Context: an optimization exercise on an open-source flow, tuned for small area and a short achievable clock period. The choices shown serve that exercise and are no tape-out recipe.
Function was checked by simulation only, so behaviour that the tests miss may differ from the original.

==> flow/design.v <==
`timescale 1ns/10ps
`default_nettype none
module cacc_lsd #(
  parameter WIDTH = 36
) (
  input  wire [WIDTH-1:0] value,
  output wire [5:0]       cnt
);
  localparam N = 64;
  wire [N-1:0] x = {value[WIDTH-2:0] ^ {(WIDTH-1){value[WIDTH-1]}}, 1'b1, {(N-WIDTH){1'b0}}};
  reg [N-1:0]   z;
  reg [6*N-1:0] c;
  integer l, b;
  always @(*) begin
    z = ~x;
    c = {(6*N){1'b0}};
    for (l = 1; l <= 6; l = l + 1) begin
      for (b = 0; b < (N >> l); b = b + 1) begin
        c[6*b +: 6] = z[2*b+1] ? (c[6*(2*b) +: 6] | (6'd1 << (l - 1))) : c[6*(2*b+1) +: 6];
        z[b]        = z[2*b+1] & z[2*b];
      end
    end
  end
  assign cnt = c[5:0];
endmodule
`default_nettype wire
`timescale 1ns/10ps
`default_nettype none
module cacc_add #(
  parameter WIDTH = 41
) (
  input  wire [WIDTH-1:0] a,
  input  wire [WIDTH-1:0] b,
  input  wire             cin,
  output wire [WIDTH-1:0] sum
);
  localparam LEVELS = 6;
  wire [WIDTH:0] g0 = {a & b, cin};
  wire [WIDTH:0] p0 = {a ^ b, 1'b0};
  reg [WIDTH:0] g, p, gn, pn;
  integer l, i, k;
  always @(*) begin
    g = g0;
    p = p0;
    for (l = 0; l < LEVELS; l = l + 1) begin
      gn = g;
      pn = p;
      for (i = 0; i <= WIDTH; i = i + 1) begin
        if ((i >> l) & 1) begin
          k = ((i >> l) << l) - 1;
          gn[i] = g[i] | (p[i] & g[k]);
          pn[i] = p[i] & p[k];
        end
      end
      g = gn;
      p = pn;
    end
  end
  assign sum = p0[WIDTH:1] ^ g[WIDTH-1:0];
endmodule
`default_nettype wire
`timescale 1ns/10ps
`default_nettype none
module cacc_fp48_calc (
  input  wire        nvdla_core_clk,
  input  wire        nvdla_core_rstn,
  input  wire        in_valid,
  input  wire        in_sel,
  input  wire [43:0] in_data,
  input  wire [47:0] in_op,
  input  wire        in_op_valid,
  output wire [47:0] out_partial_data,
  output reg         out_partial_valid,
  output reg  [31:0] out_final_data,
  output reg         out_final_valid
);
  reg r1_valid, r1_fin;
  reg r2_valid, r2_fin;
  reg r3_fin;
  always @(posedge nvdla_core_clk or negedge nvdla_core_rstn) begin
    if (!nvdla_core_rstn) begin
      r1_valid          <= 1'b0;
      r1_fin            <= 1'b0;
      r2_valid          <= 1'b0;
      r2_fin            <= 1'b0;
      r3_fin            <= 1'b0;
      out_partial_valid <= 1'b0;
      out_final_valid   <= 1'b0;
    end else begin
      r1_valid          <= in_valid;
      r1_fin            <= in_valid & in_sel;
      r2_valid          <= r1_valid;
      r2_fin            <= r1_fin;
      r3_fin            <= r2_fin;
      out_partial_valid <= r2_valid & ~r2_fin;
      out_final_valid   <= r3_fin;
    end
  end
  wire [5:0]  d_expo = in_data[43:38];
  wire [37:0] d_mant = in_data[37:0];
  wire [7:0]  o_expo = in_op_valid ? in_op[47:40] : 8'd0;
  wire [39:0] o_mant = in_op_valid ? in_op[39:0] : 40'd0;
  wire d_zero = ~(|d_mant);
  wire d_nan  = &d_expo;
  wire o_zero = ~(|o_mant);
  wire o_nan  = &o_expo;
  wire [5:0] d_lead;
  cacc_lsd #(.WIDTH(36)) u_lsd36 (
    .value (d_mant[35:0]),
    .cnt   (d_lead)
  );
  reg [35:0] r1_dm;
  reg [5:0]  r1_lead;
  reg [7:0]  r1_oe;
  reg [39:0] r1_om;
  reg        r1_nan;
  reg [7:0]  r1_sh;
  reg        r1_xge;
  wire [7:0] o_expz = o_zero ? 8'd0 : o_expo;
  wire [8:0] a_dd   = {3'b0, d_expo} + 9'd47;
  wire [8:0] a_do   = a_dd - {1'b0, o_expo};
  wire [8:0] a_zo   = 9'd35 - {1'b0, o_expo};
  wire [8:0] a_diff = d_zero ? (o_zero ? 9'd35 : a_zo) :
                               (o_zero ? a_dd  : a_do);
  wire [8:0] xy_diff = a_diff - {3'b0, d_lead};
  wire [8:0] yx_diff = {3'b0, d_lead} - a_diff;
  wire       a_ge    = ~xy_diff[8];
  always @(posedge nvdla_core_clk) begin
    r1_sh    <= a_ge ? xy_diff[7:0] : yx_diff[7:0];
    r1_xge   <= a_ge;
    r1_dm    <= d_mant[35:0];
    r1_lead  <= d_lead;
    r1_oe    <= o_expz;
    r1_om    <= {(d_nan & ~o_nan) ? d_mant[37:27] : o_mant[39:29], o_mant[28:0]};
    r1_nan   <= d_nan | o_nan;
  end
  wire [35:0] x_norm = r1_dm << r1_lead;
  wire [39:0] x_mant = {x_norm, 4'b0};
  wire [7:0]  y_expo = r1_oe;
  wire        x_ge    = r1_xge;
  wire [7:0]  sh_amt  = r1_sh;
  wire [7:0]  max_e   = y_expo + (x_ge ? sh_amt : 8'd0);
  wire [39:0] bg   = x_ge ? x_mant : r1_om;
  wire [39:0] sml = x_ge ? r1_om  : x_mant;
  wire [41:0] s_wide = $signed({sml, 2'd0}) >>> sh_amt;
  reg s_stick;
  integer j;
  always @(*) begin
    s_stick = sml[39] & (sh_amt >= 8'd43);
    for (j = 0; j < 40; j = j + 1) begin
      if (sml[j] && ({1'b0, sh_amt} >= j + 3) && ({1'b0, sh_amt} <= j + 40)) begin
        s_stick = 1'b1;
      end
    end
  end
  reg [39:0] r2_big;
  reg [39:0] r2_small;
  reg [2:0]  r2_cut;
  reg [7:0]  r2_expo;
  reg        r2_nan;
  reg [10:0] r2_pay;
  always @(posedge nvdla_core_clk) begin
    r2_big   <= bg;
    r2_small <= s_wide[41:2];
    r2_cut   <= {s_wide[1:0], s_stick};
    r2_expo  <= max_e;
    r2_nan   <= r1_nan;
    r2_pay   <= r1_om[39:29];
  end
  wire [40:0] m_sum;
  cacc_add #(.WIDTH(41)) u_add (
    .a   ({r2_big[39], r2_big}),
    .b   ({r2_small[39], r2_small}),
    .cin (1'b0),
    .sum (m_sum)
  );
  wire [43:0] s_tot = {m_sum, r2_cut};
  wire        s_zero = ~(|s_tot);
  wire [5:0] s_lead;
  cacc_lsd #(.WIDTH(44)) u_lsd44 (
    .value (s_tot),
    .cnt   (s_lead)
  );
  reg [43:0] s_shift;
  always @(*) begin
    s_shift = s_tot;
    if (s_lead[5]) s_shift = s_shift << 32;
    if (s_lead[4]) s_shift = s_shift << 16;
    if (s_lead[3]) s_shift = s_shift << 8;
    if (s_lead[2]) s_shift = s_shift << 4;
    if (s_lead[1]) s_shift = s_shift << 2;
    if (s_lead[0]) s_shift = s_shift << 1;
  end
  wire [7:0]  s_expo  = r2_expo + 8'd1 - {2'b00, s_lead};
  reg [41:0] r3_sum;
  reg [7:0]  r3_expo;
  always @(posedge nvdla_core_clk) begin
    r3_sum  <= r2_nan ? {r2_pay, 31'd0} : {s_shift[43:3], |s_shift[2:0]};
    r3_expo <= r2_nan ? 8'hff : s_zero ? 8'd0 : s_expo;
  end
  wire        r_sign  = r3_sum[41];
  wire [39:0] r_eff   = r3_sum[41:2];
  wire        r_p5    = r3_sum[1] & (~r_sign | r3_sum[0]);
  wire [39:0] r_round = r_eff + {39'd0, r_p5};
  wire        r_cpos  = ~r_sign & (&r_eff[38:0]) & r_p5;
  wire        r_cneg  = r_sign & ~r_eff[38] & (&r_eff[37:0]) & r_p5;
  wire [39:0] r_mant  = {r_round[39] & ~r_cpos, r_round[38] ^ (r_cpos | r_cneg), r_round[37:0]};
  wire [7:0]  r_expo  = r_cneg ? r3_expo - 8'd1 : r3_expo + {7'd0, r_cpos};
  assign out_partial_data = {r_expo, r_mant};
  wire        p_sign  = r_mant[39];
  wire [38:0] p_umant = r_mant[38:0];
  wire        p_neg2  = p_sign & ~(|p_umant);
  wire        p_nan   = &r_expo;
  wire        p_zero  = ~(|r_mant);
  wire        p_z14   = ~(|p_umant[13:0]);
  wire        p_c     = p_sign & p_z14;
  wire [24:0] p_b     = p_umant[38:14] ^ {25{p_sign}};
  wire        p_carry = (&p_b[24:1]) & (p_b[0] ^ p_c);
  wire [22:0] p_inc   = p_b[23:1] + {22'd0, p_b[0] | p_c};
  wire [22:0] p_frac  = p_nan ? {13'b0, p_umant[38:29]} : p_inc;
  wire [7:0]  p_er    = r_expo + 8'd64 + {7'd0, p_carry | p_neg2};
  wire [7:0]  p_expo  = p_zero ? 8'd0 : p_nan ? 8'hff : p_er;
  always @(posedge nvdla_core_clk) begin
    out_final_data <= {p_sign, p_expo, p_frac};
  end
endmodule
`default_nettype wire
clock: 10.0 ns
lec_check: 0
abc_area: 1
cap_margin: 20
core_margin: 2
core_utilization: 40
setup_slack_margin: 4.25
slew_margin: 20
run.sh (not shown) runs the stock make flow with config.mk's settings and CLKGATE_MAP_FILE= SYNTH_SCRIPT=/design/flow/synth_recipe.tcl, a recipe that flattens the netlist after the stock synthesis.
Rerun with:
--- a/flow/design.v
+++ b/flow/design.v
@@ -7,7 +7,7 @@
   output wire [5:0]       cnt
 );
   localparam N = 64;
-  wire [N-1:0] x = {value[WIDTH-2:0] ^ {(WIDTH-1){value[WIDTH-1]}}, 1'b1, {(N-WIDTH){1'b0}}};
+  wire [N-1:0] x = {value[WIDTH-1:1] ^ value[WIDTH-2:0], 1'b1, {(N-WIDTH){1'b0}}};
   reg [N-1:0]   z;
   reg [6*N-1:0] c;
   integer l, b;
@@ -114,7 +114,7 @@
   reg [7:0]  r1_oe;
   reg [39:0] r1_om;
   reg        r1_nan;
-  reg [7:0]  r1_sh;
+  reg [8:0]  r1_adiff;
   reg        r1_xge;
   wire [7:0] o_expz = o_zero ? 8'd0 : o_expo;
   wire [8:0] a_dd   = {3'b0, d_expo} + 9'd47;
@@ -122,11 +122,9 @@
   wire [8:0] a_zo   = 9'd35 - {1'b0, o_expo};
   wire [8:0] a_diff = d_zero ? (o_zero ? 9'd35 : a_zo) :
                                (o_zero ? a_dd  : a_do);
-  wire [8:0] xy_diff = a_diff - {3'b0, d_lead};
-  wire [8:0] yx_diff = {3'b0, d_lead} - a_diff;
-  wire       a_ge    = ~xy_diff[8];
-  always @(posedge nvdla_core_clk) begin
-    r1_sh    <= a_ge ? xy_diff[7:0] : yx_diff[7:0];
+  wire       a_ge = ~a_diff[8] & (a_diff[7] | a_diff[6] | (a_diff[5:0] >= d_lead));
+  always @(posedge nvdla_core_clk) begin
+    r1_adiff <= a_diff;
     r1_xge   <= a_ge;
     r1_dm    <= d_mant[35:0];
     r1_lead  <= d_lead;
@@ -137,12 +135,18 @@
   wire [35:0] x_norm = r1_dm << r1_lead;
   wire [39:0] x_mant = {x_norm, 4'b0};
   wire [7:0]  y_expo = r1_oe;
-  wire        x_ge    = r1_xge;
-  wire [7:0]  sh_amt  = r1_sh;
+  wire        x_ge    = r1_xge & ~r1_nan;
+  wire [8:0]  xy_diff = r1_adiff - {3'b0, r1_lead};
+  wire [8:0]  yx_diff = {3'b0, r1_lead} - r1_adiff;
+  wire [7:0]  sh_amt  = x_ge ? xy_diff[7:0] : yx_diff[7:0];
   wire [7:0]  max_e   = y_expo + (x_ge ? sh_amt : 8'd0);
   wire [39:0] bg   = x_ge ? x_mant : r1_om;
   wire [39:0] sml = x_ge ? r1_om  : x_mant;
-  wire [41:0] s_wide = $signed({sml, 2'd0}) >>> sh_amt;
+  reg [41:0] s_wide;
+  always @(*) begin
+    s_wide = $signed({sml, 2'd0}) >>> sh_amt[5:0];
+    if (sh_amt[7] | sh_amt[6]) s_wide = {42{sml[39]}};
+  end
   reg s_stick;
   integer j;
   always @(*) begin
@@ -158,14 +162,12 @@
   reg [2:0]  r2_cut;
   reg [7:0]  r2_expo;
   reg        r2_nan;
-  reg [10:0] r2_pay;
   always @(posedge nvdla_core_clk) begin
     r2_big   <= bg;
     r2_small <= s_wide[41:2];
     r2_cut   <= {s_wide[1:0], s_stick};
     r2_expo  <= max_e;
     r2_nan   <= r1_nan;
-    r2_pay   <= r1_om[39:29];
   end
   wire [40:0] m_sum;
   cacc_add #(.WIDTH(41)) u_add (
@@ -191,12 +193,14 @@
     if (s_lead[1]) s_shift = s_shift << 2;
     if (s_lead[0]) s_shift = s_shift << 1;
   end
-  wire [7:0]  s_expo  = r2_expo + 8'd1 - {2'b00, s_lead};
+  wire [7:0]  s_e1    = r2_expo + 8'd1;
   reg [41:0] r3_sum;
-  reg [7:0]  r3_expo;
-  always @(posedge nvdla_core_clk) begin
-    r3_sum  <= r2_nan ? {r2_pay, 31'd0} : {s_shift[43:3], |s_shift[2:0]};
-    r3_expo <= r2_nan ? 8'hff : s_zero ? 8'd0 : s_expo;
+  reg [7:0]  r3_e1;
+  reg [5:0]  r3_lead;
+  always @(posedge nvdla_core_clk) begin
+    r3_sum  <= r2_nan ? {r2_big[39:29], 31'd0} : {s_shift[43:3], |s_shift[2:0]};
+    r3_e1   <= r2_nan ? 8'hff : s_zero ? 8'd0 : s_e1;
+    r3_lead <= (r2_nan | s_zero) ? 6'd0 : s_lead;
   end
   wire        r_sign  = r3_sum[41];
   wire [39:0] r_eff   = r3_sum[41:2];
@@ -205,7 +209,10 @@
   wire        r_cpos  = ~r_sign & (&r_eff[38:0]) & r_p5;
   wire        r_cneg  = r_sign & ~r_eff[38] & (&r_eff[37:0]) & r_p5;
   wire [39:0] r_mant  = {r_round[39] & ~r_cpos, r_round[38] ^ (r_cpos | r_cneg), r_round[37:0]};
-  wire [7:0]  r_expo  = r_cneg ? r3_expo - 8'd1 : r3_expo + {7'd0, r_cpos};
+  wire [7:0]  r_e0    = r3_e1 - {2'b00, r3_lead};
+  wire [7:0]  r_em    = r_e0 - 8'd1;
+  wire [7:0]  r_ep    = r_e0 + 8'd1;
+  wire [7:0]  r_expo  = r_cneg ? r_em : r_cpos ? r_ep : r_e0;
   assign out_partial_data = {r_expo, r_mant};
   wire        p_sign  = r_mant[39];
   wire [38:0] p_umant = r_mant[38:0];
The new run passed the timing, design-rule and antenna checks.
Utilization is lower by 0.77 points.
Worst hold slack loses 5.8 ps.
Final cell count is lower by 1.8%.

separate check: timing with driven ports:
The flow's constraints put no driver on any port. The routed layouts listed below were extracted and timed again, unchanged, in two steps. Step 1 (the two cells are an assumption about what drives the block):
set clk [get_ports {nvdla_core_clk}]
set_driving_cell -lib_cell sky130_fd_sc_hd__clkbuf_16 $clk
set_driving_cell -lib_cell sky130_fd_sc_hd__buf_2 [delete_from_list [all_inputs] $clk]
Step 2, shift: input delay + t, output delay - t, t = (earliest + latest rising clock arrival at the registers) / 2. This alone moves slack from input paths to output paths. Slacks: ideal ports / drivers / drivers and shift; pairs: ideal ports / drivers.
| run | t (ns) | setup WS [ns] | hold slack, ns | cell pins on the clock port's net |
|---|---|---|---|---|
| the first run | 0.621 | 4.416 / 4.352 / 3.878 | 0.350 / 0.350 / 0.350 | 1 |
| the second run | 0.617 | 4.464 / 4.395 / 3.906 | 0.344 / 0.344 / 0.344 | 1 |
After both steps setup and hold are still met in every run listed. The setup slack of the second run, which loses most, moves by -0.069 ns with the drivers and by -0.558 ns with both steps.
